Source: an optimization exercise on an open RTL-to-GDS flow (aim: small area, a short achievable clock period and few clock cycles per item). Production flows keep margins and buffers that such runs may drop. Function was checked by simulation only, so behaviour that the tests miss may differ from the original.

==> flow/design.v <==
package prefix_add_pkg;
  typedef enum logic [1:0] {
    S_IDLE = 2'd0,
    S_RUN  = 2'd1,
    S_DONE = 2'd2
  } state_t;
  localparam int SLICE_W_DEFAULT = 64;
  function automatic int clog2(input int value);
    int r;
    r = 1;
    for (int i = 1; i < 31; i++) begin
      if ((1 << i) < value) r = i + 1;
    end
    clog2 = r;
  endfunction
endpackage
module prefix_slice_adder #(
  parameter int SLICE_W = 256
) (
  input  logic [SLICE_W-1:0] a,
  input  logic [SLICE_W-1:0] b,
  input  logic               cin,
  output logic [SLICE_W-1:0] sum,
  output logic               cout,
  output logic               c_msb    
);
  localparam int N      = SLICE_W;
  localparam int LEVELS = $clog2(N);
  logic [N-1:0] g [LEVELS+1];
  logic [N-1:0] p [LEVELS+1];
  logic [N-1:0] x;
  logic [N:0]   c;
  assign x = a ^ b;
  assign g[0][0]     = (a[0] & b[0]) | (x[0] & cin);
  assign p[0][0]     = 1'b0;
  assign g[0][N-1:1] = a[N-1:1] & b[N-1:1];
  assign p[0][N-1:1] = x[N-1:1];
  for (genvar l = 0; l < LEVELS; l++) begin : g_lvl
    localparam int D = 1 << l;
    for (genvar i = 0; i < N; i++) begin : g_bit
      if ((i / D) % 2 == 1) begin : g_cell
        localparam int J = (i / D) * D - 1;
        assign g[l+1][i] = g[l][i] | (p[l][i] & g[l][J]);
        assign p[l+1][i] = p[l][i] & p[l][J];
      end else begin : g_pass
        assign g[l+1][i] = g[l][i];
        assign p[l+1][i] = p[l][i];
      end
    end
  end
  assign c[0]   = cin;
  assign c[N:1] = g[LEVELS];
  assign sum    = x ^ c[N-1:0];
  assign cout   = c[N];
  assign c_msb  = c[N-1];
endmodule
module prefix_add_unit (
  input  logic         clk_i,
  input  logic         rst_i,
  input  logic         flush_i,
  input  logic         req_valid_i,
  output logic         req_ready_o,
  input  logic [255:0] req_a_i,
  input  logic [255:0] req_b_i,
  input  logic         req_sub_i,
  input  logic         req_cin_i,
  output logic         resp_valid_o,
  input  logic         resp_ready_i,
  output logic [255:0] resp_sum_o,
  output logic         resp_cout_o,
  output logic         resp_ovf_o,
  output logic         busy_o
);
  localparam int DATA_W = 256;
  logic [DATA_W-1:0] bb;
  logic              cin;
  logic [DATA_W-1:0] sum;
  logic              cout;
  logic              c_msb;
  logic              accept;
  logic              valid_q;
  logic [DATA_W-1:0] sum_q;
  logic              cout_q;
  logic              ovf_q;
  assign bb  = req_sub_i ? ~req_b_i : req_b_i;
  assign cin = req_sub_i | req_cin_i;
  prefix_slice_adder #(
    .SLICE_W (DATA_W)
  ) u_adder (
    .a     (req_a_i),
    .b     (bb),
    .cin   (cin),
    .sum   (sum),
    .cout  (cout),
    .c_msb (c_msb)
  );
  assign req_ready_o = ~flush_i & (~valid_q | resp_ready_i);
  assign accept      = req_valid_i & req_ready_o;
  always_ff @(posedge clk_i) begin
    if (rst_i)        valid_q <= 1'b0;
    else if (accept)  valid_q <= 1'b1;
    else if (flush_i | resp_ready_i) valid_q <= 1'b0;
  end
  always_ff @(posedge clk_i) begin
    if (accept) begin
      sum_q  <= sum;
      cout_q <= cout;
      ovf_q  <= cout ^ c_msb;
    end
  end
  assign resp_valid_o = valid_q;
  assign busy_o       = valid_q;
  assign resp_sum_o   = sum_q;
  assign resp_cout_o  = cout_q;
  assign resp_ovf_o   = ovf_q;
endmodule
clock: 5.5 ns
lec_check: 0
abc_clock_period_in_ps: 3000
cap_margin: 20
core_margin: 2
core_utilization: 30
setup_slack_margin: 1.5
slew_margin: 20
run.sh (not shown) runs the stock make flow with config.mk's settings and CLKGATE_MAP_FILE= SYNTH_SCRIPT=/design/flow/synth_recipe.tcl, a recipe that flattens the netlist after the stock synthesis.
The first run finished clean.
Testbench counts at the start, summed over its fixed seeds: cycles 1,288, items 1,280.
==> next run, changes <==
Settings changed: CORE_UTILIZATION 30 to 50.
What happened: The changed run died in I/O pin placement on PPL-0024. Area after synthesis stays the same. Synthesized cell count does not change.
==> next run, changes <==
Settings changed: CORE_UTILIZATION 50 to 30, SETUP_SLACK_MARGIN 1.5 to unset.
Effect: The changed run finished with timing, DRC and antenna clean. Synthesized cell count is unchanged. Synthesized area does not change.

---

// prefix_add_unit: RTL as listed in full above, without the edits since
==> flow/config.mk <==
export PLATFORM = sky130hd
export DESIGN_NAME = prefix_add_unit
export DESIGN_NICKNAME = prefix_add_unit
export VERILOG_FILES = /design/flow/design.v
export SDC_FILE = /design/flow/constraint.sdc
export NUM_CORES = 4
export LEC_CHECK = 0
export CAP_MARGIN = 20
export CORE_MARGIN = 2
export CORE_UTILIZATION = 30
export SLEW_MARGIN = 20
==> flow/constraint.sdc <==
create_clock -name core_clock -period 5.5 [get_ports {clk_i}]
set_input_delay 1.1000 -clock core_clock [delete_from_list [all_inputs] [get_ports {clk_i}]]
set_output_delay 1.1000 -clock core_clock [all_outputs]
set_load 0.01 [all_outputs]
The first run passed the timing, design-rule and antenna checks.
Testbench counts at the start, summed over its fixed seeds: cycles 1,288, items 1,280.
Then changed:
- ABC_CLOCK_PERIOD_IN_PS: not set -> 3000
- CORE_UTILIZATION: 30 -> 50
The changed run ended with an error in I/O pin placement on PPL-0024.
Area after synthesis does not change.
Synthesized cell count stays the same.
Then changed:
==> flow/flow/run.sh (new file) <==
#!/bin/bash
# Standard ORFS layout, except that the port buffers are the smallest
# buffer cell (buf_1) instead of the cell buffer_ports picks by default.
set -e
echo 'export BUFFER_PORTS_ARGS = -buffer_cell sky130_fd_sc_hd__buf_1' >> "$FLOW_CONFIG"
bash standard.sh > standard.log 2>&1
==> flow/standard.sh (new file) <==
#!/bin/bash
# synth_recipe.tcl (not shown) runs the flow's synth.tcl, then flattens the netlist and writes it again
# the make line also repeats each setting of config.mk as NAME=value (left out here)
make -C /OpenROAD-flow-scripts/flow DESIGN_CONFIG=/design/flow/config.mk WORK_HOME=/design/flow/orfs CLKGATE_MAP_FILE= SYNTH_SCRIPT=/design/flow/synth_recipe.tcl "${@:-finish}"
- ABC_CLOCK_PERIOD_IN_PS: 3000 -> not set
- BUFFER_PORTS_ARGS: not set -> -buffer_cell sky130_fd_sc_hd__buf_1
- CORE_UTILIZATION: 50 -> 30
- SETUP_SLACK_MARGIN: not set -> 1.5
removed: flow/run.sh
Outcome:
- Now the flow went through all stages and came out clean
- synthesized cell count does not change
- area after synthesis does not change
Then changed:
- SETUP_SLACK_MARGIN: 1.5 -> not set
The new run completed without violations.
Core utilization shrinks by 5.3 points.
Via count decreases by 5.9%.
Sequential cell count does not change.
Worst setup slack got worse by 0.43 ns.
Final area came out lower by 11%.
Area after synthesis does not change.
Routed wire length decreases by 13%.

## port drivers added, routing unchanged
Ports are ideal in the flow. The routed layouts listed here were re-timed in OpenROAD. Step 1 assumes that a clkbuf_16 drives the clock port and a buf_2 every other input. Step 2, shift: input delay + t, output delay - t, t = (earliest + latest rising clock arrival at the registers) / 2. This alone moves slack from input paths to output paths. Slacks: no drivers / after step 1 / after step 2; pairs: no drivers / after step 1.
run	t (ns)	setup WS [ns]	worst register clock-pin slew, ns
the first run of note 1	0.601	0.924 / 0.611 / 0.010	0.07 / 0.07
the third run of note 1	0.602	0.404 / 0.407 / -0.195	0.06 / 0.06
the first run of note 2	0.602	0.404 / 0.407 / -0.195	0.06 / 0.06
the third run of note 2	0.611	0.733 / 0.744 / 0.133	0.07 / 0.07
the fourth run of note 2	0.597	0.304 / 0.333 / -0.264	0.06 / 0.06
With both steps, setup timing fails in the third run of note 1, the first run of note 2 and the fourth run of note 2, where it was met with ideal ports. For the first run of note 1, which loses most, drivers alone change the setup slack by -0.313 ns; drivers and shift together by -0.914 ns.
